Background: an optimization exercise with open tools, aiming at small area. Do not read the settings as production practice.
In this exercise RTL edits were held to simulation tests only and were not proved equivalent to the original.

===== flow/standard.sh =====
#!/bin/bash
# synth_recipe.tcl (not shown) runs the flow's synth.tcl, then flattens the netlist and writes it again
# the make line also repeats each setting of config.mk as NAME=value (left out here)
make -C /OpenROAD-flow-scripts/flow DESIGN_CONFIG=/design/flow/config.mk WORK_HOME=/design/flow/orfs CLKGATE_MAP_FILE= SYNTH_SCRIPT=/design/flow/synth_recipe.tcl "${@:-finish}"

===== flow/config.mk =====
export PLATFORM = sky130hd
export DESIGN_NAME = ex_stage
export DESIGN_NICKNAME = ex_stage
export VERILOG_FILES = /design/flow/design.v
export SDC_FILE = /design/flow/constraint.sdc
export NUM_CORES = 4
export LEC_CHECK = 0
export ABC_AREA = 1
export CAP_MARGIN = 20
export CORE_MARGIN = 2
export CORE_UTILIZATION = 60
export CTS_BUF_LIST = sky130_fd_sc_hd__clkbuf_4
export SLEW_MARGIN = 20

===== flow/constraint.sdc =====
create_clock -name core_clock -period 7.0 [get_ports {clock}]
set_input_delay 1.4000 -clock core_clock [delete_from_list [all_inputs] [get_ports {clock}]]
set_output_delay 1.4000 -clock core_clock [all_outputs]
set_load 0.01 [all_outputs]

===== flow/flow/run.sh =====
#!/bin/bash
# standard layout, with plain buf_1 cells as the port buffers
set -euo pipefail
export BUFFER_PORTS_ARGS="-buffer_cell sky130_fd_sc_hd__buf_1"
bash standard.sh > standard_make.log 2>&1

===== flow/design.v =====
`timescale 1ns/1ps
package ex_pkg;
	typedef logic [32-1:0]     xlen_t;
	typedef logic [5-1:0] rob_idx_t;
	typedef logic [6-1:0]  pr_idx_t;
	typedef enum logic [1:0] {
		UNIT_ALU0 = 2'd0,
		UNIT_ALU1 = 2'd1,
		UNIT_MULT = 2'd2
	} fu_unit_t;
	typedef enum logic [2:0] {
		ALU_ADD  = 3'd0,
		ALU_SUB  = 3'd1,
		ALU_AND  = 3'd2,
		ALU_OR   = 3'd3,
		ALU_XOR  = 3'd4,
		ALU_SLTU = 3'd5
	} alu_op_t;
	typedef enum logic [1:0] {
		MULT_IDLE = 2'd0,
		MULT_RUN  = 2'd1,
		MULT_HOLD = 2'd2
	} mult_state_t;
endpackage
`timescale 1ns/1ps
module exec_alu (
	input  logic [2:0]          op,
	input  ex_pkg::xlen_t       a,
	input  ex_pkg::xlen_t       b,
	output ex_pkg::xlen_t       y
);
	localparam int N = 32;
	logic          inv;
	ex_pkg::xlen_t bi, p, g, sum;
	logic [N:0]    c;
	assign inv = op[0] && !op[1];
	assign bi  = b ^ {N{inv}};
	assign p   = a ^ bi;
	assign g   = a & bi;
	localparam int H = N / 2;
	always_comb begin
		logic [H-1:0] tg, tp;
		c[0] = inv;
		for (int i = 0; i < H; i++)
			c[i+1] = g[i] | (p[i] & c[i]);
		tg = g[H-1:0];
		tp = p[H-1:0];
		tg[0] = g[0] | (p[0] & inv);
		for (int l = 1; (1 << l) <= H; l++)
			for (int i = (1 << l) - 1; i < H; i += (1 << l)) begin
				tg[i] = tg[i] | (tp[i] & tg[i - (1 << (l-1))]);
				tp[i] = tp[i] & tp[i - (1 << (l-1))];
			end
		c[H] = tg[H-1];
		for (int i = H; i < N; i++)
			c[i+1] = g[i] | (p[i] & c[i]);
	end
	assign sum = p ^ c[N-1:0];
	logic ep, ec, eg, slt;
	assign ec  = !op[2] && !op[1];                  
	assign eg  = op[1];                             
	assign ep  = !(op[1] && !op[0]) && !(op[2] && op[0]);  
	assign slt = op[2] && op[0];
	always_comb begin
		y = ({N{ep}} & p) ^ (({N{ec}} & c[N-1:0]) | ({N{eg}} & g));
		y[0] = slt ? !c[N] : y[0];
	end
endmodule
`timescale 1ns/1ps
module exec_mult (
	input  logic                clock,
	input  logic                reset,
	input  logic [1:0]          hit,         
	input  logic [2*32-1:0] way_a,
	input  logic [2*32-1:0] way_b,
	output logic                busy,
	output logic                res_valid,
	output ex_pkg::xlen_t       res_value
);
	ex_pkg::xlen_t mcand;       
	ex_pkg::xlen_t lo;          
	logic [23:0]   hi;          
	logic [2:0]    cy;          
	logic          bprev;       
	logic [2:0]    run;         
	logic          last;        
	logic [3:0]    neg, one, two;
	ex_pkg::xlen_t row [4];
	ex_pkg::xlen_t nvec;
	always_comb begin
		logic b2, b1, b0;
		for (int j = 0; j < 4; j++) begin
			b2 = lo[2*j+1];
			b1 = lo[2*j];
			b0 = (j == 0) ? bprev : lo[2*j-1];
			neg[j] = b2;
			one[j] = b1 ^ b0;
			two[j] = (b2 & ~b1 & ~b0) | (~b2 & b1 & b0);
		end
		nvec = '0;
		for (int j = 0; j < 4; j++) begin
			row[j] = '0;
			for (int i = 2*j; i < 32; i++)
				row[j][i] = ((one[j] & mcand[i-2*j])
					| (two[j] & ((i > 2*j) ? mcand[i-2*j-1] : 1'b0))) ^ neg[j];
			nvec[2*j] = neg[j];
		end
	end
	function automatic logic [2*32-1:0] csa(input ex_pkg::xlen_t x, y, z);
		ex_pkg::xlen_t s, c;
		s = x ^ y ^ z;
		c = ((x & y) | (x & z) | (y & z)) << 1;
		csa = {c, s};
	endfunction
	ex_pkg::xlen_t s1, c1, s2, c2, s3, c3, s4, c4;
	assign {c1, s1} = csa(row[0], row[1], row[2]);
	assign {c2, s2} = csa(row[3], nvec, {8'b0, hi});
	assign {c3, s3} = csa(s1, c1, s2);
	assign {c4, s4} = csa(s3, c3, c2);
	ex_pkg::xlen_t t;
	logic [3:0]    cout;
	always_comb begin
		logic cc;
		for (int k = 0; k < 4; k++) begin
			cc = (k < 3) ? cy[k] : 1'b0;
			for (int i = 8*k; i < 8*k + 8; i++) begin
				t[i] = s4[i] ^ c4[i] ^ cc;
				cc   = (s4[i] & c4[i]) | (s4[i] & cc) | (c4[i] & cc);
			end
			cout[k] = cc;
		end
	end
	localparam int N = 32;
	logic start;
	assign start = |hit;
	ex_pkg::xlen_t mcand_n;
	always_ff @(posedge clock) begin
		mcand_n <= ~(({N{hit[0]}} & way_a[0 +: N]) | ({N{hit[1]}} & way_a[N +: N])
			| ({N{!start}} & mcand));
		lo    <= ({N{hit[0]}} & way_b[0 +: N]) | ({N{hit[1]}} & way_b[N +: N])
			| ({N{!start}} & {t[7:0], lo[N-1:8]});
	end
	assign mcand = ~mcand_n;
	always_ff @(posedge clock) begin
		if (start) begin
			hi    <= '0;
			cy    <= '0;
			bprev <= 1'b0;
		end else begin
			hi    <= t[N-1:8];
			cy    <= cout[2:0];
			bprev <= lo[7];
		end
	end
	always_ff @(posedge clock) begin
		if (reset) begin
			run  <= '0;
			last <= 1'b0;
		end else begin
			run  <= {run[1:0], start};
			last <= run[2];
		end
	end
	assign busy      = |run;
	assign res_valid = last;
	assign res_value = {t[7:0], lo[32-1:8]};
endmodule
`timescale 1ns/1ps
module complete_arbiter (
	input  logic             mult_valid,
	input  logic             alu0_valid,
	input  logic             alu1_valid,
	input  ex_pkg::rob_idx_t mult_rob,
	input  ex_pkg::rob_idx_t alu0_rob,
	input  ex_pkg::rob_idx_t alu1_rob,
	output logic             alu1_grant,
	output logic [1:0]       slot_valid,
	output logic [2:0]       slot0_sel,
	output logic [2:0]       slot1_sel
);
	logic             two;
	logic             swap;
	ex_pkg::rob_idx_t rob_first;
	ex_pkg::rob_idx_t rob_second;
	logic [2:0]       first, second;
	assign alu1_grant = alu1_valid && !(mult_valid && alu0_valid);
	assign first  = mult_valid ? 3'b001 : alu0_valid ? 3'b010 : alu1_valid ? 3'b100 : 3'b000;
	assign second = (mult_valid && alu0_valid) ? 3'b010
		: ((mult_valid ^ alu0_valid) && alu1_valid) ? 3'b100 : 3'b000;
	assign two    = |second;
	assign slot_valid = {two, mult_valid | alu0_valid | alu1_valid};
	assign rob_first  = mult_valid ? mult_rob : alu0_valid ? alu0_rob : alu1_rob;
	assign rob_second = (mult_valid && alu0_valid) ? alu0_rob : alu1_rob;
	assign swap = two && (rob_second < rob_first);
	assign slot0_sel = swap ? second : first;
	assign slot1_sel = swap ? first : second;
endmodule
`timescale 1ns/1ps
module complete_sorter #(
	parameter int W = 5 + 6 + 32
) (
	input  logic         clock,
	input  logic         reset,
	input  logic [W-1:0] mult_res,
	input  logic [W-1:0] alu0_res,
	input  logic [W-1:0] alu1_res,
	input  logic [1:0]   slot_valid,
	input  logic [2:0]   slot0_sel,
	input  logic [2:0]   slot1_sel,
	output logic [1:0]   complete_valid,
	output logic [W-1:0] slot0_q,
	output logic [W-1:0] slot1_q
);
	function automatic logic [W-1:0] pick(input logic [2:0] sel);
		pick = ({W{sel[0]}} & mult_res) | ({W{sel[1]}} & alu0_res) | ({W{sel[2]}} & alu1_res);
	endfunction
	always_ff @(posedge clock) begin
		if (reset)
			complete_valid <= '0;
		else
			complete_valid <= slot_valid;
	end
	always_ff @(posedge clock) begin
		slot0_q <= pick(slot0_sel);
		slot1_q <= pick(slot1_sel);
	end
endmodule
`timescale 1ns/1ps
module ex_stage (
	input  logic                                      clock,
	input  logic                                      reset,
	input  logic [2-1:0]                 issue_valid,
	input  logic [2*2-1:0]               issue_unit,
	input  logic [2*3-1:0]               issue_op,
	input  logic [2*32-1:0]        issue_a,
	input  logic [2*32-1:0]        issue_b,
	input  logic [2*5-1:0]    issue_rob,
	input  logic [2*6-1:0]     issue_pr,
	output logic [2-1:0]              complete_valid,
	output logic [2*5-1:0] complete_rob,
	output logic [2*6-1:0]  complete_pr,
	output logic [2*32-1:0]     complete_value,
	output logic [3-1:0]                    unit_busy
);
	localparam int W = 5 + 6 + 32;
	logic [1:0] hit0, hit1, hitm;
	always_comb begin
		for (int w = 0; w < 2; w++) begin
			hit0[w] = issue_valid[w] && (issue_unit[w*2 +: 2] == ex_pkg::UNIT_ALU0);
			hit1[w] = issue_valid[w] && (issue_unit[w*2 +: 2] == ex_pkg::UNIT_ALU1);
			hitm[w] = issue_valid[w] && (issue_unit[w*2 +: 2] == ex_pkg::UNIT_MULT);
		end
	end
	logic [W-1:0] way_res [2];
	for (genvar w = 0; w < 2; w++) begin : g_way
		ex_pkg::xlen_t y;
		exec_alu alu_i (
			.op(issue_op[w*3 +: 3]),
			.a(issue_a[w*32 +: 32]),
			.b(issue_b[w*32 +: 32]),
			.y(y)
		);
		assign way_res[w] = {issue_rob[w*5 +: 5],
			issue_pr[w*6 +: 6], y};
	end
	logic         alu0_valid, alu1_valid, alu1_grant;
	logic [W-1:0] alu0_res, alu1_res;
	always_ff @(posedge clock) begin
		if (reset)
			alu0_valid <= 1'b0;
		else
			alu0_valid <= |hit0;
	end
	logic [W-1:0] alu0_res_n, alu1_res_n;
	always_ff @(posedge clock)
		alu0_res_n <= ~(hit0[1] ? way_res[1] : way_res[0]);
	assign alu0_res = ~alu0_res_n;
	always_ff @(posedge clock) begin
		if (reset)
			alu1_valid <= 1'b0;
		else
			alu1_valid <= (|hit1) || (alu1_valid && !alu1_grant);
	end
	always_ff @(posedge clock)
		alu1_res_n <= ~(({W{hit1[0]}} & way_res[0]) | ({W{hit1[1]}} & way_res[1])
			| ({W{!(|hit1)}} & alu1_res));
	assign alu1_res = ~alu1_res_n;
	logic             mult_valid, mult_busy;
	ex_pkg::xlen_t    mult_value;
	ex_pkg::rob_idx_t mult_rob;
	ex_pkg::pr_idx_t  mult_pr;
	exec_mult mult_i (
		.clock(clock), .reset(reset),
		.hit(hitm),
		.way_a(issue_a),
		.way_b(issue_b),
		.busy(mult_busy),
		.res_valid(mult_valid),
		.res_value(mult_value)
	);
	localparam int TW = 5 + 6;
	logic [TW-1:0] mult_tag;
	always_ff @(posedge clock)
		mult_tag <= ({TW{hitm[0]}} & {issue_rob[0 +: 5], issue_pr[0 +: 6]})
			| ({TW{hitm[1]}} & {issue_rob[5 +: 5], issue_pr[6 +: 6]})
			| ({TW{!(|hitm)}} & mult_tag);
	assign {mult_rob, mult_pr} = mult_tag;
	logic [1:0] slot_valid;
	logic [2:0] slot0_sel, slot1_sel;
	complete_arbiter arbiter_i (
		.mult_valid(mult_valid), .alu0_valid(alu0_valid), .alu1_valid(alu1_valid),
		.mult_rob(mult_rob),
		.alu0_rob(alu0_res[W-1 -: 5]),
		.alu1_rob(alu1_res[W-1 -: 5]),
		.alu1_grant(alu1_grant),
		.slot_valid(slot_valid), .slot0_sel(slot0_sel), .slot1_sel(slot1_sel)
	);
	logic [W-1:0] slot0_q, slot1_q;
	complete_sorter #(.W(W)) sorter_i (
		.clock(clock), .reset(reset),
		.mult_res({mult_rob, mult_pr, mult_value}),
		.alu0_res(alu0_res), .alu1_res(alu1_res),
		.slot_valid(slot_valid), .slot0_sel(slot0_sel), .slot1_sel(slot1_sel),
		.complete_valid(complete_valid), .slot0_q(slot0_q), .slot1_q(slot1_q)
	);
	assign {complete_rob[0 +: 5], complete_pr[0 +: 6],
		complete_value[0 +: 32]} = slot0_q;
	assign {complete_rob[5 +: 5], complete_pr[6 +: 6],
		complete_value[32 +: 32]} = slot1_q;
	assign unit_busy[ex_pkg::UNIT_ALU0] = 1'b0;
	assign unit_busy[ex_pkg::UNIT_ALU1] = alu1_valid && !alu1_grant;
	assign unit_busy[ex_pkg::UNIT_MULT] = mult_busy;
endmodule

==> summary.md, run 1 <==
| Metric | Value |
|---|---|
| Outcome | complete, no violations |
| Synth Area in Adders | 0.181 |
| Area leader, netlist | dfxtp_1 |
| Synth Area in XOR/XNOR | 0.113 |
| WP data arrival | 7340 ps |
| Syn nets | 2,748 |
| Post-synth top flop | dfxtp_1 |
| Synth-to-Final Area Change | 11.9% |
| RSZ-0062 raised after global routing | false |
| Hold Vio Cnt, Final | 0 |
| Setup TNS | 0 ps |
| Max-cap violations | 0 |
| Initial antenna violation count | 6 |
| Rows | 65 |
| Mapped Cells | 2,372 |
| Global-route wire length before repair | 101,000 µm |
| Design Area, Final | 21,200 µm² |
| Sequential-to-total area share from yosys stat | 0.299 |
| Die ar. | 33,100 µm² |
| Crit path capture | mult_i.hi[15] |
| Ranking of synthesized cells by area | dfxtp_1 (30%), fa_1 (11%), xor2_1 (9.5%) |
| Top-area cell type share of the netlist area | 0.299 |
| Finished Core Util | 0.678 |
| Die width | 182 µm |
| Tightest Pin Transition | 1060 ps |
| Crit path launch type | register |
| Area after DPL | 20,300 µm² |
| Max Root-Sink Buffers | 3 |
| DRC violations left | 0 |
| Post-synthesis simple-gate area fraction | 0.129 |
| CP endpoint kind | register |
| Core area | 31,300 µm² |
| Period utilization | 0.955 |
| Vias | 18,200 |
| Tmin final | 6690 ps |
| DRT Pass-1 Iters | 8 |
| Count leader, synth | nand2_1 |
| Clock tree from TritonCTS | done |
| Vias per cell | 5.96 |
| Pre-CTS setup slack | 372 ps |
| Clock Latency Late Sink | 780 ps |
| Worst reg2reg path startpoint | mult_i.lo[3] |
| Final Setup Violations | 0 |
| Setup CP Type | reg -> reg |
| Syn Std Cell Area | 19,000 µm² |
| Data required, critical path | 7650 ps |
| Number of synthesized flops with an enable pin | 0 |
| Vias in the first global route | 18,100 |
| Number of distinct library cells after synthesis | 36 |
| Worst-path clk slew | 50 ps |
| Die H | 182 µm |
| Ratio of cells with drive above 1 in the final layout | 0.0741 |
| Reg2Reg Capture Point | mult_i.hi[15] |
| Rel. slew slack | 0.295 |
| CTS Buf Count | 78 |
| Cts repair resizes | 0 |
| Mux contribution to synthesized area | 0.000527 |
| Number of I/O pins | 255 |
| Clock sinks | 283 |
| Tot GR Track Use | 0.398 |
| Setup bufs post-CTS | 0 |
| Routability cong. | 1.07 |
| Overflow left after global routing | 0 |
| Fin nets | 2,976 |
| Pin count of the biggest net entering global routing | 64 |
| Worst Clk Skew | 61.7 ps |
| Drt wl/cell | 21.5 µm |
| CTS root buf | clkbuf_4 |
| Fmax | 150 MHz |
| Reg-to-reg slack, setup | 310 ps |
| DRT iter0 DRCs | 1,984 |
| Post-synthesis compound-gate area fraction | 0.175 |
| Synth warnings | 6 |
| Final setup margin | 315 ps |
| Syn avg cell area | 8.00 µm² |
| Worst r2r path cells | 22 |
| Initial core utilization | 0.606 |
| Final HPWL DP | 49,300 µm |
| DRT antenna net count | 0 |
| # hold bufs at CTS | 0 |
| Hold Path Class | reg -> reg |
| Combinational family with the most area after synthesis | adder cells |
| Critical path origin | mult_i.lo[3] |
| Post-synth top cells | nand2_1 (441), inv_1 (354), dfxtp_1 (283), xor2_1 (206), o22ai_1 (159) |
| H-tree depth | 3 |
| Crit Path Max Fanout | 27 |
| Yosys reg bits | 283 |
| Final wirelength | 65,500 µm |
| Final Max Slew Viols | 0 |
| Number of port buffers | 253 |
| Asr flop ratio synth | 0 |
[final cells by class]
cell class | count | area, µm²
Timing Repair Buffer | 300 | 1320
Clock buffer | 110 | 826
Inverter | 365 | 1370
Antenna cell | 4 | 10.0
Tap cell | 402 | 503
Clock inverter | 16 | 131
Multi-Input combinational cell | 1572 | 11400
Fill cell | 2703 | 10100
Sequential cell | 283 | 5670
[worst min-delay path by stage]
| stage | startpoint | end | slack (ps) | depth (start not counted) |
|---|---|---|---|---|
| global route | mult_i.run[2] | mult_i.last | 460 | 2 |
| detailed placement | mult_i.run[1] | mult_i.run[2] | 430 | 2 |
| floorplan | mult_i.run[1] | mult_i.run[2] | 410 | 2 |
| finish | mult_i.run[1] | mult_i.run[2] | 430 | 2 |
| global placement | mult_i.run[0] | mult_i.run[1] | 420 | 2 |
| CTS | mult_i.run[1] | mult_i.run[2] | 440 | 2 |
[critical path, cell delays in order, from the launching register on]
cell	delay, ps
dfxtp_1	430
nor2_1	90
o21ai_1	120
buf_4	330
o22ai_1	130
xor2_1	180
fa_1	540
inv_1	60
fa_1	470
inv_1	50
fa_1	420
inv_1	70
fa_1	150
inv_1	50
fa_1	440
fa_1	460
fa_1	470
fa_1	480
fa_1	480
fa_1	460
fa_1	550
inv_1	40
nor2_1	80
[state kept, by name (all words and copies together), names as in the netlist]
register	count
alu0_res_n	43
alu1_res_n	43
sorter_i.slot0_q	43
sorter_i.slot1_q	43
mult_i.lo	32
mult_i.mcand_n	32
mult_i.hi	24
mult_tag	11
mult_i.cy	3
mult_i.run	3
sorter_i.complete_valid	2
alu0_valid	1
alu1_valid	1
mult_i.bprev	1
mult_i.last	1
[layout by cell type, fill, tap and decap left out, types with 3 or more instances in the layout]
cell,n
a21oi_1,61
a21oi_2,3
a221oi_1,31
a22oi_1,39
buf_1,253
buf_4,46
clkbuf_4,110
clkinv_1,12
dfxtp_1,283
diode_2,4
fa_1,104
ha_1,108
inv_1,353
inv_2,9
nand2_1,440
nand2_2,6
nand3_1,15
nand3_2,3
nor2_1,154
nor3_2,3
nor4_1,3
o211ai_1,10
o21ai_0,46
o21ai_1,4
o221ai_1,120
o22ai_1,159
xnor2_1,39
xor2_1,206
[kinds of logic (layout without fill, tap and decap cells)]
group	count (synthesis)	after routing
adders and majority gates	212	212
muxes	1	1
AOI/OAI and AO/OA	482	482
and+or+nand+nor	631	631
DFF	283	283
xor gates and xnor gates	245	245
other	1	5
buffers and inverters	517	791
[stage by stage]
step	hold WS, ps	instances
after floorplan	409	2372
after global placement	416	2922
after detailed placement	428	2922
after CTS	438	3048
after global routing	462	3051
final	433	3052
[layer usage]
metal | GRT usage | part of all wire | vias up
met4 | 0.208 | 0.054 | 2
met5 | 0 | 0.00020 | -
met1 | 0.522 | 0.40 | 8591
li1 | - | - | 8307
met3 | 0.0752 | 0.099 | 192
met2 | 0.627 | 0.45 | 1095
==> inputs of run 2 (changes only) <==
--- a/flow/config.mk
+++ b/flow/config.mk
@@ -11,3 +11,5 @@
 export CORE_UTILIZATION = 60
-export CTS_BUF_LIST = sky130_fd_sc_hd__clkbuf_4
+export CTS_BUF_LIST = sky130_fd_sc_hd__clkbuf_8
+export CTS_CLUSTER_DIAMETER = 60
+export CTS_CLUSTER_SIZE = 16
 export SLEW_MARGIN = 20
==> run 2 against run 1 <==
Net effect:
- area after synthesis unchanged
- register-to-register slack better by 30 ps
- count of clock-buffer cells in the layout down 81
- critical path depth unchanged
- sequential cell count unchanged
- synthesized cell count unchanged
- core utilization down 1.1 points
- critical endpoint unchanged
- largest cell class unchanged
==> summary.md, run 2 <==
| Metric | Value |
|---|---|
| Outcome | complete, no violations |
| Number of synthesized flops with an enable pin | 0 (unchanged) |
| Data required, critical path | 7540 ps (-110 ps) |
| Final setup margin | 349 ps (+33.9 ps) |
| Setup CP Type | reg -> reg |
| Fin cells | 2,971 (-2.7%) |
| Tot GR Track Use | 0.389 (-0.00838) |
| Most frequent cells in the layout | nand2_1 (440), inv_1 (354), dfxtp_1 (283), buf_1 (253), xor2_1 (206) |
| Commonest non-fill, non-tap cell in the layout | nand2_1 |
| WP data arrival | 7190 ps (-150 ps) |
| Syn nets | 2,748 (unchanged) |
| Reg2Reg Capture Point | mult_i.hi[15] |
| DRT iter0 DRCs | 1,791 (-9.7%) |
| Routability cong. | 1.07 (unchanged) |
| Cts repair resizes | 0 (unchanged) |
| Vias in the first global route | 17,700 (-2.5%) |
| Max Root-Sink Buffers | 3 (unchanged) |
| Fmax | 150 MHz (+0.51%) |
| Initial antenna violation count | 5 (-1) |
| Die ar. | 33,100 µm² (unchanged) |
| Yosys reg bits | 283 (unchanged) |
| Vias per cell | 6.01 (+0.81%) |
| Period utilization | 0.950 (-0.00484) |
| Syn Std Cell Area | 19,000 µm² (unchanged) |
| Overflow left after global routing | 0 (unchanged) |
| Register cell area after layout | 5670 µm² (unchanged) |
| Design Area, Final | 20,900 µm² (-1.7%) |
| Final Max Slew Viols | 0 (unchanged) |
| Number of port buffers | 253 (unchanged) |
| Final wirelength | 64,800 µm (-1.2%) |
| Ranking of synthesized cells by area | dfxtp_1 (30%), fa_1 (11%), xor2_1 (9.5%) |
| Clock sinks | 283 (unchanged) |
| Number of distinct library cells after synthesis | 36 (unchanged) |
| Setup bufs post-CTS | 0 (unchanged) |
| Asr flop ratio synth | 0 (unchanged) |
| Syn avg cell area | 8.00 µm² (unchanged) |
| Setup TNS | 0 ps (unchanged) |
| H-tree depth | 1 (-2) |
| Rows | 65 (unchanged) |
| Critical path origin | mult_i.lo[3] |
| Global-route wire length before repair | 99,600 µm (-1.3%) |
| Max-cap violations | 0 (unchanged) |
| Pre-CTS setup slack | 372 ps (unchanged) |
| Ratio of cells with drive above 1 in the final layout | 0.0483 (-0.0258) |
| Hold Path Class | reg -> reg |
| Synth warnings | 6 (unchanged) |
| Die width | 182 µm (unchanged) |
| Worst r2r path cells | 22 (unchanged) |
| Reg-to-reg slack, setup | 350 ps (+30 ps) |
| Post-synth top flop | dfxtp_1 |
| CTS Buf Count | 29 (-63%) |
| CP endpoint kind | register |
| Post-synth top cells | nand2_1 (441), inv_1 (354), dfxtp_1 (283), xor2_1 (206), o22ai_1 (159) |
| Crit path capture | mult_i.hi[15] |
| Clock Latency Late Sink | 620 ps (-160 ps) |
| Final HPWL DP | 49,300 µm (unchanged) |
| Worst Clk Skew | 24.6 ps (-37.1 ps) |
| Top-area cell type share of the netlist area | 0.299 (unchanged) |
| Number of I/O pins | 255 (unchanged) |
| Dpl cells | 2,922 (unchanged) |
| Hold Vio Cnt, Final | 0 (unchanged) |
| Rel. slew slack | 0.291 (-0.00409) |
| RSZ-0062 raised after global routing | false |
| DRT Pass-1 Iters | 5 (-3) |
| Count leader, synth | nand2_1 |
| Initial core utilization | 0.606 (unchanged) |
| Tmin final | 6650 ps (-33.9 ps) |
| # hold bufs at CTS | 0 (unchanged) |
| Pin count of the biggest net entering global routing | 64 (unchanged) |
| Tightest Pin Transition | 1060 ps (+6.12 ps) |
| Area after DPL | 20,300 µm² (unchanged) |
| Worst hold path startpoint | mult_i.run[1] |
| CTS root buf | clkbuf_8 |
| Crit Path Max Fanout | 27 (unchanged) |
| DRT antenna net count | 0 (unchanged) |
| Crit path launch type | register |
| Multi-input logic area | 11,400 µm² (unchanged) |
| Drt wl/cell | 21.8 µm (+1.5%) |
| Fin nets | 2,927 (-1.6%) |
| Final Setup Violations | 0 (unchanged) |
| DRC violations left | 0 (unchanged) |
| Area leader, netlist | dfxtp_1 |
| Fillers | 2,702 (-0.037%) |
| Core area | 31,300 µm² (unchanged) |
| Worst reg2reg path startpoint | mult_i.lo[3] |
| Vias | 17,800 (-1.9%) |
| Synth-to-Final Area Change | 9.99% |
| Mapped Cells | 2,372 (unchanged) |
| Worst-path clk slew | 90 ps (+40 ps) |
| Die H | 182 µm (unchanged) |
| Clock tree from TritonCTS | done |
| Sequential-to-total area share from yosys stat | 0.299 (unchanged) |
## run 2: cell counts after synthesis
No cell type changed its count.
## run 2: kinds of logic after synthesis
group / share of synthesized area
muxes: 0.000527
buffers and inverters: 0.103
adders and majority gates: 0.181
DFF: 0.299
other: 0.000198
xor gates and xnor gates: 0.113
and+or+nand+nor: 0.129
AOI/OAI and AO/OA: 0.175
## run 2: metal layers
layer / GRT usage / share of wire / vias to the layer above
met5: 0 / 0.00046 / -
met4: 0.180 / 0.053 / 4
met3: 0.0531 / 0.094 / 189
met2: 0.624 / 0.45 / 1035
met1: 0.525 / 0.40 / 8468
li1: - / - / 8152
## run 2: worst min-delay path by stage
| stage | endpoint | slack, ps | cells after the start |
|---|---|---|---|
| 6_report | mult_i.run[2] | 440 | 2 |
| 5_1_grt | mult_i.run[1] | 470 | 2 |
| 4_1_cts | mult_i.run[2] | 440 | 2 |
| 3_5_place_dp | mult_i.run[2] | 430 | 2 |
| 3_3_place_gp | mult_i.run[1] | 420 | 2 |
| 2_1_floorplan | mult_i.run[2] | 410 | 2 |
## run 2: critical path: stages (launching register included)
cell     delay, ps
dfxtp_1        450
nor2_1         100
o21ai_1        120
buf_4          320
o22ai_1        130
xor2_1         180
fa_1           540
inv_1           50
fa_1           470
inv_1           50
fa_1           420
inv_1           70
fa_1           150
inv_1           50
fa_1           440
fa_1           460
fa_1           470
fa_1           480
fa_1           480
fa_1           460
fa_1           550
inv_1           40
nor2_1          80
## run 2: cell type report
type / instances / share of cell area
Tap cell: 402 / 0.0241
Inverter: 365 / 0.0656
Multi-Input combinational cell: 1572 / 0.547
Timing Repair Buffer: 300 / 0.0630
Antenna cell: 2 / 0.000240
Sequential cell: 283 / 0.271
Clock inverter: 18 / 0.00989
Clock buffer: 29 / 0.0191
## run 2: stage by stage
| stage | hold WS, ps | utilization |
|---|---|---|
| after floorplan | 409 | - |
| after global placement | 416 | 0.647 |
| after detailed placement | 428 | 0.647 |
| after CTS | 443 | 0.667 |
| after global routing | 466 | 0.667 |
| final | 438 | 0.667 |
==> inputs of run 3 (changes only) <==
==> flow/flow/run.sh (replaced) <==
#!/bin/bash
# Standard layout with three changes, none of which touches the registers:
#  - synthesis skips the generic abc -fast pass inside yosys synth (SYNTH_ARGS=-noabc),
#    so the full-adder extraction sees the RTL's own adder structure;
#  - the final ABC mapping (ABC_AREA=1) uses flow/abc_area.script, an &nf area mapping;
#  - the port buffers are plain buf_1 cells.
# Each make run writes its full output to a log file in this folder; ORFS keeps
# every tool's own log under orfs/logs.
set -euo pipefail
export BUFFER_PORTS_ARGS="-buffer_cell sky130_fd_sc_hd__buf_1"
rm -rf scripts_area
cp -r "$FLOW_HOME/scripts" scripts_area
cp flow/abc_area.script scripts_area/abc_area.script
SCRIPTS_DIR="$PWD/scripts_area" SYNTH_ARGS=-noabc bash standard.sh synth > synth_make.log 2>&1
bash standard.sh > standard_make.log 2>&1
==> flow/flow/abc_area.script (new file) <==
&get -n
&st
&dch -f
&nf
&put
buffer -c
topo
stime -c
upsize -c
dnsize -c
--- a/flow/config.mk
+++ b/flow/config.mk
@@ -8,3 +8,3 @@
 export ABC_AREA = 1
-export CAP_MARGIN = 20
+export CAP_MARGIN = 0
 export CORE_MARGIN = 2
@@ -14,2 +14,2 @@
 export CTS_CLUSTER_SIZE = 16
-export SLEW_MARGIN = 20
+export SLEW_MARGIN = 0
==> run 3 against run 2 <==
Net effect:
- synthesized cell count is 19% lower
- non-clock buffer count fell by 2
- sequential cell count is the same
- final cell count down 16%
- sequential share of layout area up 1.6 points
- critical endpoint unchanged
- final area fell by 5.5%
- global-route usage down 1.3 points
- hold slack improved by 21 ps
- core utilization grew 0.25 points
==> summary.md, run 3 <==
| Metric | Value |
|---|---|
| Outcome | complete, no violations |
| Worst-path clk slew | 100 ps (about the same) |
| Setup TNS | 0 ps (unchanged) |
| Ranking of synthesized cells by area | dfxtp_1 (32%), fa_1 (12%), ha_1 (7.6%) |
| Ratio of cells with drive above 1 in the final layout | 0.0618 (+0.0135) |
| Vias | 16,100 (-10%) |
| Hold Vio Cnt, Final | 0 (unchanged) |
| Critical path origin | mult_i.lo[3] |
| H-tree depth | 1 (unchanged) |
| Die width | 177 µm (-2.9%) |
| Fin cells | 2,498 (-16%) |
| Syn Std Cell Area | 17,900 µm² (-5.9%) |
| Vias per cell | 6.43 (+7.1%) |
| Number of synthesized flops with an enable pin | 0 (unchanged) |
| Worst reg2reg path startpoint | mult_i.lo[3] |
| Global-route wire length before repair | 90,300 µm (-9.4%) |
| Vias in the first global route | 15,400 (-13%) |
| Yosys reg bits | 283 (unchanged) |
| Syn nets | 2,307 (-16%) |
| Die ar. | 31,200 µm² (-5.8%) |
| Max Root-Sink Buffers | 3 (unchanged) |
| Reg2Reg Capture Point | mult_i.hi[15] |
| Setup CP Type | reg -> reg |
| Tightest Pin Transition | 1190 ps (+131 ps) |
| Worst Clk Skew | 29.7 ps (+5.14 ps) |
| Clock tree from TritonCTS | done |
| WP data arrival | 7210 ps (+20 ps) |
| RSZ-0062 raised after global routing | false |
| Post-synth top flop | dfxtp_1 |
| Sequential-to-total area share from yosys stat | 0.317 (+0.0188) |
| Fin nets | 2,468 (-16%) |
| Synth warnings | 6 (unchanged) |
| Clock Latency Late Sink | 600 ps (-20 ps) |
| Syn avg cell area | 9.26 µm² (+16%) |
| Clock sinks | 283 (unchanged) |
| DRT iter0 DRCs | 1,657 (-7.5%) |
| DRT Pass-1 Iters | 6 (+1) |
| Routability cong. | 1.01 (-5.6%) |
| Number of I/O pins | 255 (unchanged) |
| Most frequent cells in the layout | nand2_1 (299), dfxtp_1 (280), buf_1 (251), xor2_1 (142), o22ai_1 (142) |
| DRC violations left | 0 (unchanged) |
| Period utilization | 0.962 (+0.0116) |
| Crit path launch type | register |
| Crit Path Max Fanout | 27 (unchanged) |
| Overflow left after global routing | 0 (unchanged) |
| Fmax | 149 MHz (-1.2%) |
| Drt wl/cell | 23.8 µm (+9.1%) |
| Commonest non-fill, non-tap cell in the layout | nand2_1 |
| CTS root buf | clkbuf_8 |
| Reg-to-reg slack, setup | 270 ps (-80 ps) |
| Cts repair resizes | 0 (unchanged) |
| Final HPWL DP | 44,000 µm (-11%) |
| Worst r2r path cells | 17 (-23%) |
| Final Max Slew Viols | 0 (unchanged) |
| Die H | 177 µm (-2.9%) |
| Top-area cell type share of the netlist area | 0.317 (+0.0188) |
| Count leader, synth | nand2_1 |
| Synth-to-Final Area Change | 10.5% |
| Crit path capture | mult_i.hi[15] |
| Dpl cells | 2,452 (-16%) |
| # hold bufs at CTS | 0 (unchanged) |
| Rel. slew slack | 0.188 (-0.103) |
| Rows | 63 (-3.1%) |
| Initial core utilization | 0.606 (about the same) |
| CTS Buf Count | 26 (-10%) |
| Data required, critical path | 7480 ps (-60 ps) |
| Pin count of the biggest net entering global routing | 76 (+19%) |
| Setup bufs post-CTS | 0 (unchanged) |
| Mapped Cells | 1,929 (-19%) |
| Asr flop ratio synth | 0 (unchanged) |
| Number of port buffers | 253 (unchanged) |
| Tmin final | 6730 ps (+81.1 ps) |
| Max-cap violations | 0 (unchanged) |
| Post-synth top cells | nand2_1 (300), dfxtp_1 (283), o22ai_1 (143), xor2_1 (143), clkbuf_1 (129) |
| Final wirelength | 59,400 µm (-8.3%) |
| Area leader, netlist | dfxtp_1 |
| Pre-CTS setup slack | 115 ps (-257 ps) |
| CP endpoint kind | register |
| Core area | 29,500 µm² (-5.8%) |
| Tot GR Track Use | 0.377 (-0.0125) |
| Number of distinct library cells after synthesis | 43 (+19%) |
| DRT antenna net count | 0 (unchanged) |
| Final setup margin | 267 ps (-81.1 ps) |
| Initial antenna violation count | 8 (+3) |
| Hold Path Class | reg -> reg |
| Final Setup Violations | 0 (unchanged) |
[run 3: logic make-up (layout without fill, tap and decap cells)]
| family | count (synthesis) | count (layout) | synth area share |
|---|---|---|---|
| xor gates and xnor gates | 256 | 256 | 0.126 |
| buffers and inverters | 179 | 353 | 0.0383 |
| and+or+nand+nor | 432 | 432 | 0.0980 |
| adders and majority gates | 214 | 214 | 0.194 |
| AOI/OAI and AO/OA | 537 | 537 | 0.211 |
| muxes | 27 | 27 | 0.0155 |
| DFF | 283 | 283 | 0.317 |
| other | 1 | 6 | 0.000210 |
[run 3: through the flow]
stage          utilization  cell area [µm²]  hold slack [ps]
2_1_floorplan            -            17900              429
3_3_place_gp         0.650            19200              439
3_5_place_dp         0.650            19200              445
4_1_cts              0.668            19700              458
5_1_grt              0.669            19700              491
6_report             0.669            19700              459
[run 3: cell type report]
type                            count  area [µm²]
Sequential cell                   283        5670
Clock buffer                       28         385
Multi-Input combinational cell   1467       11700
Timing Repair Buffer              298        1310
Inverter                           14        52.6
Tap cell                          390         488
Fill cell                        2533        9750
Antenna cell                        5        12.5
Clock inverter                     13         136
[run 3: worst max-delay path: stages, from the launching register on]
cell and delay [ps]:
dfxtp_2 370, xor2_1 180, nand2_1 70, buf_4 320, o22ai_1 170, xor2_1 180, fa_1 570, fa_1 430
fa_1 490, fa_1 440, fa_1 460, fa_1 460, fa_1 460, fa_1 460, fa_1 470, fa_1 460
fa_1 480, and2_1 140
[run 3: worst min path at each step]
stage                        startpoint            end  slack, ps  cells past startpoint
after floorplan           mult_i.run[2]    mult_i.last        430                      1
after global routing      mult_i.run[1]  mult_i.run[2]        490                      1
after CTS                   mult_tag[5]    mult_tag[5]        460                      2
after detailed placement    mult_tag[5]    mult_tag[5]        440                      2
final                       mult_tag[5]    mult_tag[5]        460                      2
after global placement    mult_i.run[1]  mult_i.run[2]        440                      1
[run 3: metal layers]
layer	share of wire	GRT usage	up-vias
li1	-	-	7201
met1	0.41	0.522	7798
met2	0.45	0.591	919
met3	0.089	0.0553	142
met4	0.046	0.158	6
met5	0.00042	0	-
==> inputs of run 4 (changes only) <==
--- a/flow/config.mk
+++ b/flow/config.mk
@@ -14,2 +14,4 @@
 export CTS_CLUSTER_SIZE = 16
+export GPL_ROUTABILITY_DRIVEN = 0
+export GPL_TIMING_DRIVEN = 0
 export SLEW_MARGIN = 0
==> run 4 against run 3 <==
Net effect:
- clock skew is 30 ps higher
- sequential cell count unchanged
- via count grew 3.6%
- still clean on timing, DRC and antenna
- area after synthesis did not move
- global-route usage up 0.75 points
- highest routed layer is now met4
- register-to-register slack worse by 40 ps
==> summary.md, run 4 <==
| Metric | Value |
|---|---|
| Top-area cell type share of the netlist area | 0.317 (unchanged) |
| Number of synthesized flops with an enable pin | 0 (unchanged) |
| Pin count of the biggest net entering global routing | 17 (-78%) |
| WP data arrival | 7280 ps (+70 ps) |
| Crit path launch type | register |
| Area leader, netlist | dfxtp_1 |
| DRC violations left | 0 (unchanged) |
| CTS root buf | clkbuf_8 |
| Period utilization | 0.968 (+0.00615) |
| Sequential-to-total area share from yosys stat | 0.317 (unchanged) |
| Syn avg cell area | 9.26 µm² (unchanged) |
| Post-synth top flop | dfxtp_1 |
| Count leader, synth | nand2_1 |
| Number of distinct library cells after synthesis | 43 (unchanged) |
| Ratio of cells with drive above 1 in the final layout | 0.0572 (-0.00464) |
| Pre-CTS setup slack | -994 ps (-1110 ps) |
| # hold bufs at CTS | 0 (unchanged) |
| Worst-path clk slew | 100 ps (about the same) |
| Number of I/O pins | 255 (unchanged) |
| Hold Crit Endpoint | mult_tag[5] |
| Drt wl/cell | 23.3 µm (-2.0%) |
| Max Root-Sink Buffers | 3 (unchanged) |
| Rows | 63 (unchanged) |
| Outcome | complete, no violations |
| Crit Path Max Fanout | 10 (-63%) |
| Mapped Cells | 1,929 (unchanged) |
| Worst Clk Skew | 59.6 ps (+29.9 ps) |
| Ranking of synthesized cells by area | dfxtp_1 (32%), fa_1 (12%), ha_1 (7.6%) |
| DRT iter0 DRCs | 1,640 (-1.0%) |
| Number of port buffers | 251 (-0.79%) |
| Max-cap violations | 0 (unchanged) |
| Syn nets | 2,307 (unchanged) |
| Finished Core Util | 0.684 (+0.0144) |
| Data required, critical path | 7510 ps (+30 ps) |
| Tightest Pin Transition | 1090 ps (-98.5 ps) |
| Asr flop ratio synth | 0 (unchanged) |
| Clock tree from TritonCTS | done |
| Overflow left after global routing | 0 (unchanged) |
| Vias | 16,600 (+3.6%) |
| Tot GR Track Use | 0.384 (+0.00751) |
| Global-route wire length before repair | 91,300 µm (+1.2%) |
| Final HPWL DP | 48,700 µm (+11%) |
| Fin nets | 2,587 (+4.8%) |
| Final Max Slew Viols | 0 (unchanged) |
| Worst r2r path cells | 18 (+1) |
| Setup CP Type | reg -> reg |
| Die ar. | 31,200 µm² (unchanged) |
| Initial core utilization | 0.606 (unchanged) |
| H-tree depth | 1 (unchanged) |
| Worst reg2reg path startpoint | mult_i.lo[1] |
| Clock sinks | 283 (unchanged) |
| Syn Std Cell Area | 17,900 µm² (unchanged) |
| Die width | 177 µm (unchanged) |
| Hold Path Class | reg -> reg |
| DRT Pass-1 Iters | 5 (-1) |
| Yosys reg bits | 283 (unchanged) |
| Final setup margin | 224 ps (-43.0 ps) |
| Rel. slew slack | 0.265 (+0.0770) |
| Synth warnings | 6 (unchanged) |
| Vias per cell | 6.36 (-1.0%) |
| Initial antenna violation count | 2 (-6) |
| CTS Buf Count | 27 (+3.8%) |
| Reg2Reg Capture Point | mult_i.hi[15] |
| Reg-to-reg slack, setup | 220 ps (-40 ps) |
| Commonest non-fill, non-tap cell in the layout | nand2_1 |
| Worst Hold Depth | 2 (unchanged) |
| Synth-to-Final Area Change | 12.9% |
| Hold Vio Cnt, Final | 0 (unchanged) |
| Tmin final | 6780 ps (+43.0 ps) |
| Core area | 29,500 µm² (unchanged) |
| Post-synth top cells | nand2_1 (300), dfxtp_1 (283), o22ai_1 (143), xor2_1 (143), clkbuf_1 (129) |
| DRT antenna net count | 0 (unchanged) |
| Final Setup Violations | 0 (unchanged) |
| Die H | 177 µm (unchanged) |
| Most frequent cells in the layout | nand2_1 (297), dfxtp_1 (277), buf_1 (272), o22ai_1 (140), xor2_1 (139) |
| Worst hold path startpoint | mult_tag[5] |
| Vias in the first global route | 15,900 (+3.3%) |
| Final wirelength | 60,900 µm (+2.6%) |
| CP endpoint kind | register |
| Clock Latency Late Sink | 650 ps (+50 ps) |
| Fmax | 148 MHz (-0.64%) |
run 4: worst max path at each step:
stage,startpoint,endpoint,cells after the start
global route,mult_i.lo[1],mult_i.hi[15],18
global placement,issue_op[1],alu1_res_n[31],30
finish,mult_i.lo[1],mult_i.hi[15],18
floorplan,mult_i.lo[1],mult_i.hi[15],19
detailed placement,issue_op[1],alu0_res_n[31],30
CTS,mult_i.lo[5],mult_i.hi[7],17
run 4: timing repair:
item	CTS	global route
setup buffers	1	3
cloned	0	0
gates resized for setup	51	59
pin swaps	1	5
setup endpoints to repair	14	12
run 4: routing by layer:
layer	vias to the layer above	wire length [µm]	GRT usage
li1	7437	-	-
met1	8008	24700	0.532
met2	1019	26400	0.584
met3	179	6450	0.0607
met4	0	3420	0.194
met5	-	0	0
run 4: kinds of logic (layout without fill, tap and decap cells):
group	after synthesis	in the layout	synth area share
flip-flops	283	283	0.317
buffers and inverters	179	471	0.0383
other	1	5	0.000210
AO/OA/AOI/OAI	537	537	0.211
adder cells (fa/ha/maj)	214	214	0.194
multiplexers	27	27	0.0155
AND/OR/NAND/NOR	432	432	0.0980
XOR/XNOR	256	256	0.126
run 4: area by class of cell:
| class | instances | area [µm²] |
|---|---|---|
| fill | 2474 | 9330 |
| buffer | 161 | 722 |
| antenna | 4 | 10.0 |
| multi-input combinational | 1467 | 11700 |
| tap | 390 | 488 |
| timing repair buffer | 255 | 972 |
| sequential | 283 | 5680 |
| clock buffer | 27 | 372 |
| inverter | 14 | 52.6 |
| clock inverter | 14 | 188 |
run 4: per-stage QoR:
stage / cells / area, µm² / hold slack, ps / setup TNS [ps]
4_1_cts: 2609 / 20000 / 461 / 0
3_3_place_gp: 2570 / 19300 / 442 / -10530
5_1_grt: 2613 / 20100 / 488 / -4.47
3_5_place_dp: 2570 / 19300 / 447 / -12050
2_1_floorplan: 1929 / 17900 / 429 / 0
6_report: 2615 / 20200 / 463 / 0
run 4: critical path, cell delays in order (launching register included):
cell,delay (ps)
dfxtp_2,350
clkbuf_8,180
xnor2_4,220
nand2_2,130
clkbuf_4,220
o22ai_1,170
xor2_1,210
fa_1,470
fa_1,520
fa_1,440
fa_1,430
fa_1,470
fa_1,460
fa_1,460
fa_1,460
fa_2,420
fa_2,410
fa_1,480
and2_1,150
==> inputs of run 5 (changes only) <==
--- a/flow/config.mk
+++ b/flow/config.mk
@@ -10,3 +10,3 @@
 export CORE_MARGIN = 2
-export CORE_UTILIZATION = 60
+export CORE_UTILIZATION = 75
 export CTS_BUF_LIST = sky130_fd_sc_hd__clkbuf_8
@@ -14,4 +14,2 @@
 export CTS_CLUSTER_SIZE = 16
-export GPL_ROUTABILITY_DRIVEN = 0
-export GPL_TIMING_DRIVEN = 0
 export SLEW_MARGIN = 0
==> run 5 against run 4 <==
Net effect:
- still clean
- final area down 2.8%
- count of clock-buffer cells in the layout down 1
- core utilization is 15 points higher
- maximum frequency is 0.66% lower
- synthesized cell count unchanged
==> summary.md, run 5 <==
| Metric | Value |
|---|---|
| Overflow left after global routing | 0 (unchanged) |
| Clock tree from TritonCTS | done |
| Clock sinks | 283 (unchanged) |
| Final wirelength | 60,100 µm (-1.4%) |
| WP data arrival | 7320 ps (+40 ps) |
| Asr flop ratio synth | 0 (unchanged) |
| DRT Pass-1 Iters | 9 (+4) |
| Pin count of the biggest net entering global routing | 76 (+59) |
| Setup CP Type | reg -> reg |
| Worst path cell trace | xnor2_2, buf_4, o22ai_1, xor2_1, fa_1, fa_1, fa_1, fa_1, fa_1, fa_1, fa_1, fa_1, fa_1, fa_1, fa_1, and2_1 |
| Core area | 23,400 µm² (-21%) |
| Final HPWL DP | 42,900 µm (-12%) |
| Finished Core Util | 0.837 (+0.153) |
| Number of I/O pins | 255 (unchanged) |
| Post-synthesis simple-gate area fraction | 0.0980 (unchanged) |
| Period utilization | 0.974 (+0.00644) |
| Final Max Slew Viols | 0 (unchanged) |
| CTS Buf Count | 25 (-7.4%) |
| Clock Latency Late Sink | 610 ps (-40 ps) |
| Dpl cells | 2,383 (-7.3%) |
| Count leader, synth | nand2_1 |
| Number of port buffers | 253 (+0.80%) |
| Global-route wire length before repair | 90,700 µm (-0.75%) |
| Area after DPL | 19,100 µm² (-0.99%) |
| Synth Area in Adders | 0.194 (unchanged) |
| DRT iter0 DRCs | 2,584 (+58%) |
| Commonest non-fill, non-tap cell in the layout | nand2_1 |
| Area leader, netlist | dfxtp_1 |
| Design Area, Final | 19,600 µm² (-2.8%) |
| Number of distinct library cells after synthesis | 43 (unchanged) |
| Buffer and inverter count on the worst path | 1 (-1) |
| Ant diodes | 0 (-4) |
| Fmax | 147 MHz (-0.66%) |
| Fin nets | 2,469 (-4.6%) |
| Vias in the first global route | 16,300 (+2.3%) |
| Ratio of cells with drive above 1 in the final layout | 0.0618 (+0.00466) |
| Number of synthesized flops with an enable pin | 0 (unchanged) |
| Max Root-Sink Buffers | 3 (unchanged) |
| Syn nets | 2,307 (unchanged) |
| Most frequent cells in the layout | nand2_1 (298), dfxtp_1 (280), buf_1 (252), xor2_1 (142), o22ai_1 (141) |
| Worst Clk Skew | 25.0 ps (-34.6 ps) |
| Syn Std Cell Area | 17,900 µm² (unchanged) |
| Data required, critical path | 7500 ps (about the same) |
| CP endpoint kind | register |
| Rows | 56 (-11%) |
| Mux contribution to synthesized area | 0.0155 (unchanged) |
| Combinational family with the most area after synthesis | compound AO/OA/AOI/OAI gates |
| Mapped Cells | 1,929 (unchanged) |
| Synth-to-Final Area Change | 9.69% |
| Rel. slew slack | 0.180 (-0.0843) |
| CP max-delay cell | fa_1 |
| Yosys reg bits | 283 (unchanged) |
| Top cell by count, worst path | fa_1 |
| Ranking of synthesized cells by area | dfxtp_1 (32%), fa_1 (12%), ha_1 (7.6%) |
| DRT antenna net count | 0 (unchanged) |
| Tot GR Track Use | 0.472 (+0.0877) |
| Setup bufs post-CTS | 0 (-1) |
| Outcome | complete, no violations |
| Vias per cell | 7.02 (+10%) |
| Fillers | 1,394 (-44%) |
| Post-synthesis compound-gate area fraction | 0.211 (unchanged) |
| Drt wl/cell | 24.8 µm (+6.5%) |
| DRC violations left | 0 (unchanged) |
| Synth warnings | 6 (unchanged) |
| Initial antenna violation count | 4 (+2) |
| Tmin final | 6820 ps (+45.1 ps) |
| Syn avg cell area | 9.26 µm² (unchanged) |
| Synth Area in XOR/XNOR | 0.126 (unchanged) |
| Kind of cell adding the most delay to the critical path | adder cells |
| Routability cong. | 1.04 |
| H-tree depth | 1 (unchanged) |
| Initial core utilization | 0.763 (+0.157) |
| Setup TNS | 0 ps (unchanged) |
| Worst-path clk slew | 100 ps (about the same) |
| Tightest Pin Transition | 1220 ps (+130 ps) |
| Fin cells | 2,421 (-7.4%) |
| Vias | 17,000 (+2.1%) |
| Final Setup Violations | 0 (unchanged) |
| Max-cap violations | 0 (unchanged) |
| CTS root buf | clkbuf_8 |
| Post-synth top flop | dfxtp_1 |
| Reg-to-reg slack, setup | 180 ps (-50 ps) |
| CP max stage delay | 530 ps (about the same) |
| Die H | 158 µm (-10%) |
| Sequential-to-total area share from yosys stat | 0.317 (unchanged) |
| Post-synth top cells | nand2_1 (300), dfxtp_1 (283), o22ai_1 (143), xor2_1 (143), clkbuf_1 (129) |
| Die ar. | 25,100 µm² (-20%) |
| Crit path launch type | register |
| Top-area cell type share of the netlist area | 0.317 (unchanged) |
| Hold Vio Cnt, Final | 0 (unchanged) |
| Crit Path Max Fanout | 30 (+20) |
| Die width | 158 µm (-10%) |
| Hold Path Class | reg -> reg |
run 5: cell counts after synthesis:
No cell type changed its count.
run 5: final timing paths:
kind	start	to	cells past startpoint
setup / recovery	mult_i.lo[1]	mult_i.hi[15]	16
hold / removal	mult_i.run[0]	mult_i.run[1]	1
setup reg to reg	mult_i.lo[1]	mult_i.hi[15]	16
hold reg to reg	mult_i.run[0]	mult_i.run[1]	1
run 5: repair_timing:
item,4_1_cts,5_1_grt
hold buffers,0,0
endpoints found under the hold margin,0,0
resized for setup,0,8
endpoints found under the setup margin,0,5
run 5: per-layer routing:
metal	wire length, µm	vias up	global-route usage
li1	-	7198	-
met1	21100	7993	0.606
met2	26700	1470	0.725
met3	8300	318	0.127
met4	3920	6	0.266
met5	31	-	0
run 5: final cells by class:
| type | instances | area [µm²] | share of cell area |
|---|---|---|---|
| timing repair buffer | 300 | 1320 | 0.0676 |
| clock buffer | 26 | 358 | 0.0183 |
| clock inverter | 12 | 100 | 0.00511 |
| tap | 319 | 399 | 0.0204 |
| inverter | 14 | 52.6 | 0.00268 |
| multi-input combinational | 1467 | 11700 | 0.596 |
| sequential | 283 | 5670 | 0.290 |
run 5: cells by family (layout without fill, tap and decap cells):
kind of cell | count (synthesis) | count (layout)
xor gates and xnor gates | 256 | 256
muxes | 27 | 27
AOI/OAI and AO/OA | 537 | 537
buffers and inverters | 179 | 352
adders and majority gates | 214 | 214
and+or+nand+nor | 432 | 432
other | 1 | 1
DFF | 283 | 283
run 5: metrics by stage:
stage          hold slack, ps  setup WS [ps]
6_report                  468            179
5_1_grt                   481          -35.3
4_1_cts                   466           84.4
3_5_place_dp              447            105
3_3_place_gp              441            234
2_1_floorplan             429           4.26
==> inputs of run 6 (changes only) <==
--- a/flow/config.mk
+++ b/flow/config.mk
@@ -8,3 +8,3 @@
 export ABC_AREA = 1
-export CAP_MARGIN = 0
+export CAP_MARGIN = 20
 export CORE_MARGIN = 2
@@ -14,2 +14,2 @@
 export CTS_CLUSTER_SIZE = 16
-export SLEW_MARGIN = 0
+export SLEW_MARGIN = 20
==> run 6 against run 5 <==
Net effect:
- core utilization is 0.13 points higher
- still clean
- first-iteration DRC count is 7.6% higher
- sequential cell count stayed put
==> summary.md, run 6 <==
| Metric | Value |
|---|---|
| H-tree depth | 1 (unchanged) |
| Tightest Pin Transition | 1090 ps (-139 ps) |
| Most frequent cells in the layout | nand2_1 (298), dfxtp_1 (280), buf_1 (252), xor2_1 (142), o22ai_1 (141) |
| Top cell by count, worst path | fa_1 |
| Post-synth top flop | dfxtp_1 |
| Tmin final | 6850 ps (+31.7 ps) |
| Die ar. | 25,100 µm² (unchanged) |
| Tot GR Track Use | 0.472 (unchanged) |
| Crit path launch type | register |
| Vias in the first global route | 16,300 (unchanged) |
| Crit Path Max Fanout | 30 (unchanged) |
| DRT iter0 DRCs | 2,780 (+7.6%) |
| Pre-CTS setup slack | 105 ps (unchanged) |
| Final Max Slew Viols | 0 (unchanged) |
| # hold bufs at CTS | 0 (unchanged) |
| Synth warnings | 6 (unchanged) |
| Setup bufs post-CTS | 0 (unchanged) |
| Final HPWL DP | 42,900 µm (unchanged) |
| Kind of cell adding the most delay to the critical path | adder cells |
| Post-synthesis compound-gate area fraction | 0.211 (unchanged) |
| Worst-path clk slew | 100 ps (about the same) |
| Max-cap violations | 0 (unchanged) |
| Fmax | 146 MHz (-0.46%) |
| Synth Area in XOR/XNOR | 0.126 (unchanged) |
| Buffer and inverter count on the worst path | 1 (unchanged) |
| Initial core utilization | 0.763 (unchanged) |
| Top-area cell type share of the netlist area | 0.317 (unchanged) |
| Mapped Cells | 1,929 (unchanged) |
| Die width | 158 µm (unchanged) |
| Vias per cell | 7.04 (+0.30%) |
| Overflow left after global routing | 0 (unchanged) |
| Worst path cell trace | xnor2_2, buf_4, o22ai_1, xor2_1, fa_1, fa_1, fa_1, fa_1, fa_1, fa_1, fa_1, fa_1, fa_1, fa_1, fa_1, and2_1 |
| Reg-to-reg slack, setup | 150 ps (-30 ps) |
| Post-synth top cells | nand2_1 (300), dfxtp_1 (283), o22ai_1 (143), xor2_1 (143), clkbuf_1 (129) |
| Number of port buffers | 253 (unchanged) |
| Asr flop ratio synth | 0 (unchanged) |
| Fin cells | 2,422 (+0.041%) |
| Hold Vio Cnt, Final | 0 (unchanged) |
| Routability cong. | 1.04 (unchanged) |
| Fin nets | 2,470 (+0.041%) |
| Hold Path Class | reg -> reg |
| Outcome | complete, no violations |
| CP max stage delay | 520 ps (about the same) |
| Cts repair resizes | 0 (unchanged) |
| Setup CP Type | reg -> reg |
| Area leader, netlist | dfxtp_1 |
| Clock sinks | 283 (unchanged) |
| CP endpoint kind | register |
| CP max-delay cell | fa_1 |
| Syn Std Cell Area | 17,900 µm² (unchanged) |
| Dpl cells | 2,383 (unchanged) |
| Post-synthesis simple-gate area fraction | 0.0980 (unchanged) |
| Commonest non-fill, non-tap cell in the layout | nand2_1 |
| Global-route wire length before repair | 90,700 µm (unchanged) |
| Rel. slew slack | 0.261 (+0.0805) |
| WP data arrival | 7350 ps (+30 ps) |
| Mux contribution to synthesized area | 0.0155 (unchanged) |
| Ratio of cells with drive above 1 in the final layout | 0.0628 (+0.000922) |
| CTS Buf Count | 25 (unchanged) |
| Pin count of the biggest net entering global routing | 76 (unchanged) |
| Max Root-Sink Buffers | 3 (unchanged) |
| Final Setup Violations | 0 (unchanged) |
| Vias | 17,000 (+0.34%) |
| Syn nets | 2,307 (unchanged) |
| Yosys reg bits | 283 (unchanged) |
| Initial antenna violation count | 4 (unchanged) |
| Ranking of synthesized cells by area | dfxtp_1 (32%), fa_1 (12%), ha_1 (7.6%) |
| Number of synthesized flops with an enable pin | 0 (unchanged) |
| DRT Pass-1 Iters | 6 (-3) |
| Number of I/O pins | 255 (unchanged) |
| Data required, critical path | 7500 ps (about the same) |
| Count leader, synth | nand2_1 |
| Period utilization | 0.979 (+0.00453) |
| Sequential-to-total area share from yosys stat | 0.317 (unchanged) |
| Clock tree from TritonCTS | done |
| Synth-to-Final Area Change | 9.86% |
| Number of distinct library cells after synthesis | 43 (unchanged) |
| Combinational family with the most area after synthesis | compound AO/OA/AOI/OAI gates |
| DRC violations left | 0 (unchanged) |
| Final setup margin | 148 ps (-31.7 ps) |
| Clock Latency Late Sink | 610 ps (about the same) |
| Final wirelength | 60,300 µm (+0.32%) |
| Drt wl/cell | 24.9 µm (+0.28%) |
| Synth Area in Adders | 0.194 (unchanged) |
| Core area | 23,400 µm² (unchanged) |
| Rows | 56 (unchanged) |
| DRT antenna net count | 0 (unchanged) |
| Die H | 158 µm (unchanged) |
| Syn avg cell area | 9.26 µm² (unchanged) |
| CTS root buf | clkbuf_8 |
| Ant diodes | 0 (unchanged) |
| Worst Clk Skew | 23.5 ps (-1.53 ps) |
## run 6: changes by cell type in the layout (fill, tap and decap cells not counted)
| cell | change |
|---|---|
| nor2_2 | +1 |
| buf_16 | +1 |
| nor2_1 | -1 |
## run 6: logic make-up after synthesis
| kind of cell | after synthesis |
|---|---|
| compound gates | 537 |
| simple gates | 432 |
| flops | 283 |
| xor+xnor | 256 |
| fa+ha+maj | 214 |
| buf+inv | 179 |
| mux | 27 |
| other cells | 1 |
## run 6: worst paths after layout
| kind | start | to | depth (start not counted) |
|---|---|---|---|
| max | mult_i.lo[1] | mult_i.hi[15] | 16 |
| max reg2reg | mult_i.lo[1] | mult_i.hi[15] | 16 |
| min reg2reg | mult_i.run[0] | mult_i.run[1] | 1 |
| min | mult_i.run[0] | mult_i.run[1] | 1 |
## run 6: worst reg2reg max path, cell delays in order (launching register included)
cell     delay, ps
dfxtp_4        400
xnor2_2        200
buf_4          400
o22ai_1        190
xor2_1         260
fa_1           480
fa_1           490
fa_1           520
fa_1           430
fa_1           460
fa_1           460
fa_1           460
fa_1           460
fa_1           460
fa_1           460
fa_1           490
and2_1         150
## run 6: cell type report
type	count	area (µm²)
Clock buffer	26	358
Clock inverter	12	100
Fill cell	1380	3790
Inverter	14	52.6
Multi-Input combinational cell	1467	11700
Sequential cell	283	5670
Tap cell	319	399
Timing Repair Buffer	301	1350
## run 6: through the flow
stage / hold WS, ps / instance area, µm² / utilization / TNS (ps)
floorplan: 429 / 17900 / - / 0
global placement: 441 / 19100 / 0.816 / 0
detailed placement: 447 / 19100 / 0.816 / 0
CTS: 466 / 19600 / 0.835 / 0
global route: 481 / 19600 / 0.838 / -33.6
finish: 468 / 19600 / 0.838 / 0
## run 6: metal layers
layer | vias up | global-route usage | share of wire
met5 | - | 0 | 0.00051
met4 | 6 | 0.266 | 0.073
met3 | 374 | 0.127 | 0.14
met2 | 1496 | 0.725 | 0.44
met1 | 7972 | 0.606 | 0.35
li1 | 7195 | - | -

==> separate check: timing with driven ports <==
No port has a modelled driver above. Below, the same layouts with a new extraction and two added sets of constraints. Step 1 assumes that a clkbuf_16 drives the clock port and a buf_2 every other input. Step 2 also shifts input and output timing later by t, the mid clock arrival at the registers, as if the neighbouring blocks saw the same clock. Slacks: ideal ports / drivers / drivers and shift; pairs: ideal ports / drivers.
run | t (ns) | setup WS [ns] | worst hold slack (ns) | worst setup path at the end | slew at the worst register clock pin (ns)
run 1 | 0.799 | 0.315 / 0.315 / 0.315 | 0.433 / 0.433 / 0.433 | register to register | 0.08 / 0.08
run 2 | 0.656 | 0.349 / 0.349 / 0.349 | 0.438 / 0.438 / 0.438 | register to register | 0.10 / 0.10
run 3 | 0.636 | 0.267 / 0.267 / -0.156 | 0.459 / 0.459 / 0.459 | input to register | 0.10 / 0.10
run 4 | 0.663 | 0.224 / 0.224 / -0.425 | 0.463 / 0.463 / 0.463 | input to register | 0.11 / 0.11
run 5 | 0.649 | 0.179 / 0.179 / 0.085 | 0.468 / 0.468 / 0.468 | input to register | 0.11 / 0.11
run 6 | 0.645 | 0.148 / 0.148 / 0.090 | 0.468 / 0.468 / 0.468 | input to register | 0.11 / 0.11
With both steps, setup timing fails in run 3 and run 4, where it was met with ideal ports. For run 4, which loses most, drivers alone change the setup slack by 0.000 ns; drivers and shift together by -0.649 ns.
